What follows belongs to an exercise in optimizing a design on an open flow for small area; a production flow would make more cautious choices. Only simulation tests tie the RTL to the original design; equivalence was not proved. Power and IR drop assume default switching activity.

==> job 3266 <==
==> flow/design.v <==
module ptp_ts_queue_ctrl #(
  parameter int DEPTH_LOG2 = 4,
  parameter int OVF_W      = 8
) (
  input  logic                  clk,
  input  logic                  rst,
  input  logic                  int_valid,
  input  logic                  int_sop,
  input  logic                  int_eop,
  input  logic [63:0]           rtc_time,
  input  logic                  ptp_found,
  input  logic [31:0]           ptp_infor,
  input  logic                  q_rd_en,
  input  logic                  q_flush,
  output logic [95:0]           q_data,
  output logic [DEPTH_LOG2:0]   q_cnt,
  output logic                  q_empty,
  output logic                  q_full,
  output logic [OVF_W-1:0]      q_ovf_cnt,
  output logic [1:0]            fsm_state
);
  localparam int DEPTH = 1 << DEPTH_LOG2;
  logic [1:0]  state;
  logic        sop, push_req;
  logic [63:0] ts_hold;
  logic        push_pend;
  logic [31:0] infor_stg;
  logic [95:0]           mem [DEPTH];
  logic [DEPTH_LOG2-1:0] wr_ptr, rd_ptr;
  logic                  pop, wr_en, ovf_hit;
  logic unused_eop;
  assign unused_eop = int_eop;
  assign sop       = int_valid && int_sop;
  assign push_req  = !sop && state == 2'd1 && ptp_found;
  assign fsm_state = state;
  always_ff @(posedge clk) begin
    if (rst) begin
      state     <= 2'd0;
      push_pend <= 1'b0;
    end else begin
      if (sop)           state <= 2'd1;
      else if (push_req) state <= 2'd2;
      push_pend <= push_req;
    end
  end
  always_ff @(posedge clk) begin
    if (sop) ts_hold <= rtc_time;
    infor_stg <= ptp_infor;
  end
  assign q_empty = (q_cnt == '0);
  assign q_full  = q_cnt[DEPTH_LOG2];
  assign pop     = q_rd_en && !q_empty;
  assign wr_en   = push_pend && (!q_full || pop) && !q_flush;
  assign ovf_hit = push_pend && q_full && !pop;
  always_ff @(posedge clk) begin
    if (wr_en && !rst) mem[wr_ptr] <= {ts_hold, infor_stg};
  end
  always_comb begin
    q_data = '0;
    for (int i = 0; i < DEPTH; i++)
      q_data = q_data | (mem[i] & {96{rd_ptr == DEPTH_LOG2'(i)}});
  end
  always_ff @(posedge clk) begin
    if (rst || q_flush) begin
      wr_ptr    <= '0;
      rd_ptr    <= '0;
      q_cnt     <= '0;
      q_ovf_cnt <= '0;
    end else begin
      if (wr_en) wr_ptr <= wr_ptr + 1'b1;
      if (pop)   rd_ptr <= rd_ptr + 1'b1;
      if (wr_en && !pop) q_cnt <= q_cnt + 1'b1;
      else if (!wr_en && pop) q_cnt <= q_cnt - 1'b1;
      if (ovf_hit && q_ovf_cnt != '1) q_ovf_cnt <= q_ovf_cnt + 1'b1;
    end
  end
endmodule
==> flow/run.sh <==
#!/bin/bash
# synth_recipe.tcl (not shown) runs the flow's synth.tcl, then flattens the netlist and writes it again
# the make line also repeats each setting of config.mk as NAME=value (left out here)
make -C /OpenROAD-flow-scripts/flow DESIGN_CONFIG=/design/flow/config.mk WORK_HOME=/design/flow/orfs CLKGATE_MAP_FILE= SYNTH_SCRIPT=/design/flow/synth_recipe.tcl finish
==> flow/config.mk <==
export PLATFORM = sky130hd
export DESIGN_NAME = ptp_ts_queue_ctrl
export DESIGN_NICKNAME = ptp_ts_queue_ctrl
export VERILOG_FILES = /design/flow/design.v
export SDC_FILE = /design/flow/constraint.sdc
export NUM_CORES = 4
export LEC_CHECK = 0
export CAP_MARGIN = 20
export CORE_MARGIN = 2
export CORE_UTILIZATION = 40
export SLEW_MARGIN = 20
==> flow/constraint.sdc <==
create_clock -name core_clock -period 5.0 [get_ports {clk}]
set_input_delay 1.0000 -clock core_clock [delete_from_list [all_inputs] [get_ports {clk}]]
set_output_delay 1.0000 -clock core_clock [all_outputs]
set_load 0.01 [all_outputs]
==> job 7208: changes against job 3266 <==
==> flow/design.v, changed modules only <==
module ptp_ts_queue_ctrl #(
  parameter int DEPTH_LOG2 = 4,
  parameter int OVF_W      = 8
) (
  input  logic                  clk,
  input  logic                  rst,
  input  logic                  int_valid,
  input  logic                  int_sop,
  input  logic                  int_eop,
  input  logic [63:0]           rtc_time,
  input  logic                  ptp_found,
  input  logic [31:0]           ptp_infor,
  input  logic                  q_rd_en,
  input  logic                  q_flush,
  output logic [95:0]           q_data,
  output logic [DEPTH_LOG2:0]   q_cnt,
  output logic                  q_empty,
  output logic                  q_full,
  output logic [OVF_W-1:0]      q_ovf_cnt,
  output logic [1:0]            fsm_state
);
  localparam int DEPTH = 1 << DEPTH_LOG2;
  localparam logic [DEPTH_LOG2:0]   FULL_CNT = (DEPTH_LOG2+1)'(DEPTH);
  localparam logic [DEPTH_LOG2:0]   CNT_ONE  = (DEPTH_LOG2+1)'(1);
  localparam logic [DEPTH_LOG2-1:0] PTR_ONE  = DEPTH_LOG2'(1);
  typedef enum logic [1:0] {
    ST_IDLE  = 2'd0,
    ST_ARMED = 2'd1,
    ST_DONE  = 2'd2
  } state_t;
  state_t state, state_next;
  logic        sop;
  logic        push_req;
  logic [63:0] ts_hold;
  logic        push_pend;
  logic [95:0] push_data;
  logic [95:0]           mem [DEPTH];
  logic [DEPTH_LOG2-1:0] wr_ptr, rd_ptr, rd_next;
  logic [DEPTH_LOG2:0]   cnt_next;
  logic                  pop, wr_en, ovf_hit;
  logic unused_eop;
  assign unused_eop = int_eop;
  assign sop       = int_valid && int_sop;
  assign fsm_state = state;
  always_comb begin
    state_next = state;
    push_req   = 1'b0;
    if (sop) begin
      state_next = ST_ARMED;
    end else if (state == ST_ARMED && ptp_found) begin
      push_req   = 1'b1;
      state_next = ST_DONE;
    end
  end
  always_ff @(posedge clk) begin
    if (rst) begin
      state     <= ST_IDLE;
      ts_hold   <= '0;
      push_pend <= 1'b0;
      push_data <= '0;
    end else begin
      state     <= state_next;
      push_pend <= push_req;
      if (sop) ts_hold <= rtc_time;
      if (push_req) push_data <= {ts_hold, ptp_infor};
    end
  end
  assign q_empty = (q_cnt == '0);
  assign q_full  = (q_cnt == FULL_CNT);
  assign pop     = q_rd_en && !q_empty;
  assign wr_en   = push_pend && (!q_full || pop);
  assign ovf_hit = push_pend && q_full && !pop;
  assign rd_next = pop ? rd_ptr + PTR_ONE : rd_ptr;
  always_comb begin
    cnt_next = q_cnt;
    case ({wr_en, pop})
      2'b10:   cnt_next = q_cnt + CNT_ONE;
      2'b01:   cnt_next = q_cnt - CNT_ONE;
      default: cnt_next = q_cnt;
    endcase
  end
  always_ff @(posedge clk) begin
    if (wr_en && !q_flush && !rst) mem[wr_ptr] <= push_data;
  end
  always_ff @(posedge clk) begin
    if (rst) begin
      wr_ptr    <= '0;
      rd_ptr    <= '0;
      q_cnt     <= '0;
      q_ovf_cnt <= '0;
      q_data    <= '0;
    end else if (q_flush) begin
      wr_ptr    <= '0;
      rd_ptr    <= '0;
      q_cnt     <= '0;
      q_ovf_cnt <= '0;
    end else begin
      if (wr_en) wr_ptr <= wr_ptr + PTR_ONE;
      rd_ptr <= rd_next;
      q_cnt  <= cnt_next;
      if (ovf_hit && q_ovf_cnt != '1) q_ovf_cnt <= q_ovf_cnt + OVF_W'(1);
      if (cnt_next != '0) begin
        if (wr_en && wr_ptr == rd_next) q_data <= push_data;
        else                            q_data <= mem[rd_next];
      end
    end
  end
endmodule
==> job 744: changes against job 3266 <==
==> flow/design.v, changed modules only <==
module ptp_ts_queue_ctrl #(
  parameter int DEPTH_LOG2 = 4,
  parameter int OVF_W      = 8
) (
  input  logic                  clk,
  input  logic                  rst,
  input  logic                  int_valid,
  input  logic                  int_sop,
  input  logic                  int_eop,
  input  logic [63:0]           rtc_time,
  input  logic                  ptp_found,
  input  logic [31:0]           ptp_infor,
  input  logic                  q_rd_en,
  input  logic                  q_flush,
  output logic [95:0]           q_data,
  output logic [DEPTH_LOG2:0]   q_cnt,
  output logic                  q_empty,
  output logic                  q_full,
  output logic [OVF_W-1:0]      q_ovf_cnt,
  output logic [1:0]            fsm_state
);
  localparam int DEPTH = 1 << DEPTH_LOG2;
  logic [1:0]  state;
  logic        sop, push_req;
  logic [63:0] ts_hold;
  logic        push_pend;
  logic [31:0] infor_stg;
  logic [DEPTH-1:0][95:0] slot;
  logic [DEPTH:0]   live;                  
  logic [DEPTH-1:0] s_hold, s_shift, s_load;
  logic [DEPTH_LOG2:0] tail;
  logic [95:0]      wdata;
  logic             pop, wr_en, ovf_hit, clr;
  logic unused_eop;
  assign unused_eop = int_eop;
  assign sop       = int_valid && int_sop;
  assign push_req  = !sop && state == 2'd1 && ptp_found;
  assign fsm_state = state;
  always_ff @(posedge clk) begin
    if (rst) begin
      state     <= 2'd0;
      push_pend <= 1'b0;
    end else begin
      if (sop)           state <= 2'd1;
      else if (push_req) state <= 2'd2;
      push_pend <= push_req;
    end
  end
  always_ff @(posedge clk) begin
    if (sop) ts_hold <= rtc_time;
    infor_stg <= ptp_infor;
  end
  assign q_empty = (q_cnt == '0);
  assign q_full  = q_cnt[DEPTH_LOG2];
  assign pop     = q_rd_en && !q_empty;
  assign wr_en   = push_pend && (!q_full || pop) && !q_flush;
  assign ovf_hit = push_pend && q_full && !pop;
  assign clr     = rst || q_flush;
  assign tail = pop ? q_cnt - 1'b1 : q_cnt;
  always_comb begin
    for (int i = 0; i <= DEPTH; i++) live[i] = (i < DEPTH) && (q_cnt > (DEPTH_LOG2+1)'(i));
    for (int i = 0; i < DEPTH; i++) begin
      s_hold[i]  = !clr && !pop && live[i];
      s_shift[i] = !clr &&  pop && live[i+1];
      s_load[i]  = wr_en && tail == (DEPTH_LOG2+1)'(i);
    end
  end
  assign wdata = {ts_hold, infor_stg};
  logic [DEPTH-1:0][95:0] slot_d;
  for (genvar i = 0; i < DEPTH - 1; i++) begin : g_slot
    for (genvar b = 0; b < 96; b++) begin : g_bit
      ptp_slot_bit u_bit (
        .q     (slot[i][b]),
        .hold  (s_hold[i]),
        .nxt   (slot[i+1][b]),
        .shift (s_shift[i]),
        .wd    (wdata[b]),
        .load  (s_load[i]),
        .d     (slot_d[i][b])
      );
    end
  end
  assign slot_d[DEPTH-1] = ~((slot[DEPTH-1] & {96{s_hold[DEPTH-1]}}) | (wdata & {96{s_load[DEPTH-1]}}));
  logic [DEPTH-1:0] pol, pol_d;
  logic [DEPTH:0]   pol_up;
  assign pol_up = {1'b0, pol};
  always_comb begin
    for (int i = 0; i < DEPTH; i++)
      pol_d[i] = ~((pol[i] & s_hold[i]) | (pol_up[i+1] & s_shift[i]));
  end
  always_ff @(posedge clk) begin
    slot <= slot_d;
    pol  <= pol_d;
  end
  assign q_data = slot[0] ^ {96{pol[0]}};
  always_ff @(posedge clk) begin
    if (clr) begin
      q_cnt     <= '0;
      q_ovf_cnt <= '0;
    end else begin
      if (wr_en && !pop) q_cnt <= q_cnt + 1'b1;
      else if (!wr_en && pop) q_cnt <= q_cnt - 1'b1;
      if (ovf_hit && q_ovf_cnt != '1) q_ovf_cnt <= q_ovf_cnt + 1'b1;
    end
  end
endmodule
module ptp_slot_bit (
  input  logic q,
  input  logic hold,
  input  logic nxt,
  input  logic shift,
  input  logic wd,
  input  logic load,
  output logic d
);
  assign d = ~((q & hold) | (nxt & shift) | (wd & load));
endmodule
==> flow/flow/run.sh (new file) <==
#!/bin/bash
# The standard layout (standard.sh, unchanged synthesis) with two knobs
# that ORFS reads from the environment:
# - port buffers use the smallest buffer cell instead of clkdlybuf4s50_1;
# - clock tree synthesis clusters up to 24 sinks per leaf buffer and adds no
#   dummy loads.
# ORFS's own per-step logs stay under orfs/logs; make's output goes to
# standard.log here.
set -euo pipefail
export BUFFER_PORTS_ARGS="-buffer_cell sky130_fd_sc_hd__buf_1"
export CTS_ARGS="-sink_clustering_enable -repair_clock_nets -dont_use_dummy_load -sink_clustering_size 24 -sink_clustering_max_diameter 80"
bash standard.sh > standard.log 2>&1
==> flow/standard.sh (new file) <==
#!/bin/bash
# synth_recipe.tcl (not shown) runs the flow's synth.tcl, then flattens the netlist and writes it again
# the make line also repeats each setting of config.mk as NAME=value (left out here)
make -C /OpenROAD-flow-scripts/flow DESIGN_CONFIG=/design/flow/config.mk WORK_HOME=/design/flow/orfs CLKGATE_MAP_FILE= SYNTH_SCRIPT=/design/flow/synth_recipe.tcl "${@:-finish}"
--- a/flow/config.mk
+++ b/flow/config.mk
@@ -8,4 +8,5 @@
 export CAP_MARGIN = 20
 export CORE_MARGIN = 2
-export CORE_UTILIZATION = 40
+export CORE_UTILIZATION = 60
 export SLEW_MARGIN = 20
+export SYNTH_HIERARCHICAL = 1
removed: flow/run.sh
==> notes <==
- Sequential share of layout area: job 744 is lower than job 3266 (8.8 points).
- Worst setup slack, highest first: job 744, job 7208, job 3266.
- Of job 744 and job 7208, job 7208 has the higher critical path depth (gap 3).
- First-iteration DRC count, lowest first: job 3266, job 7208, job 744.
- The highest register-to-register slack belongs to job 3266, the lowest to job 7208.
- Between job 7208 and job 744, the lower synthesized area is in job 744 (gap 46%, measured against job 744).
- Die area: job 744 < job 3266 < job 7208.
- Of job 3266 and job 744, job 744 has the higher flip-flop and latch count (gap 8).
- Clock power, lowest first: job 744, job 3266, job 7208.
==> figures <==
metric                                                                          job 7208                  job 744                 job 3266
DR iter-0 viols                                                                    5,561                   10,400                    3,855
Simple logic cell fraction of the synthesized area                                 6.38%                    1.39%                    3.58%
Met1 track demand over resource                                                    30.6%                    47.3%                    29.8%
Post-route fraction of the period consumed by the critical path                    91.2%                    85.6%                    97.3%
All-layer global routing usage                                                     24.0%                    35.9%                    21.1%
Count of cells along the worst register-to-register path                              13                       10                        9
Start-to-end type of the worst setup path                                     reg -> reg               reg -> reg               reg -> out
Overall die height                                                                439 um                   298 um                   396 um
Ratio of layout area to synthesized area                                          1.158x                   1.107x                   1.175x
Instance count along the most critical hold path                                       2                        1                        2
Minimum clock period                                                             4560 ps                  4280 ps                  4860 ps
Number of register bits inferred by synthesis                                      1,816                    1,664                    1,656
WP depth                                                                              13                       10                        8
Number of global-route vias before repair                                         50,800                   42,400                   34,100
Outcome                                                          complete, no violations  complete, no violations  complete, no violations
Largest area contributor in the netlist                                         edfxtp_1                  dfxtp_1                 edfxtp_1
Leading cell type in the layout, fill and taps excluded                         edfxtp_1                  dfxtp_1                 edfxtp_1
Filler cell count in the final layout                                             16,300                    6,251                   12,800
Switch Pwr                                                                       6.48 mW                  4.86 mW                  5.79 mW
Number of multi-input logic gates                                                  3,272                    1,862                    1,568

-- re-timing with driven ports --
The flow's constraints put no driver on any port. The routed layouts listed below were extracted and timed again, unchanged, in two steps.
Step 1 (the two cells are an assumption about what drives the block):
set clk [get_ports {clk}]
set_driving_cell -lib_cell sky130_fd_sc_hd__clkbuf_16 $clk
set_driving_cell -lib_cell sky130_fd_sc_hd__buf_2 [delete_from_list [all_inputs] $clk]
Step 2 times the ports against the registers' clock, not the clock port: input delays grow and output delays shrink by t, the midpoint of the rising clock arrivals with the driver on.
Three values: ideal, step 1, step 2; two values: the first two.
run | t, ns | setup slack, ns | latest minus earliest clock arrival (ns) | slew at the worst register clock pin (ns) | worst slew at a driven data input, ns
job 3266 | 0.865 | 0.137 / 0.058 / 0.872 | 0.045 / 0.045 | 0.06 / 0.06 | 0.17
job 7208 | 0.917 | 0.441 / 0.441 / 0.096 | 0.053 / 0.053 | 0.06 / 0.06 | 0.06
job 744 | 0.718 | 0.718 / 0.718 / 0.506 | 0.054 / 0.055 | 0.10 / 0.10 | 0.04
After both steps setup and hold are still met in every run listed. For job 7208, which loses most, drivers alone change the setup slack by 0.000 ns; drivers and shift together by -0.345 ns.
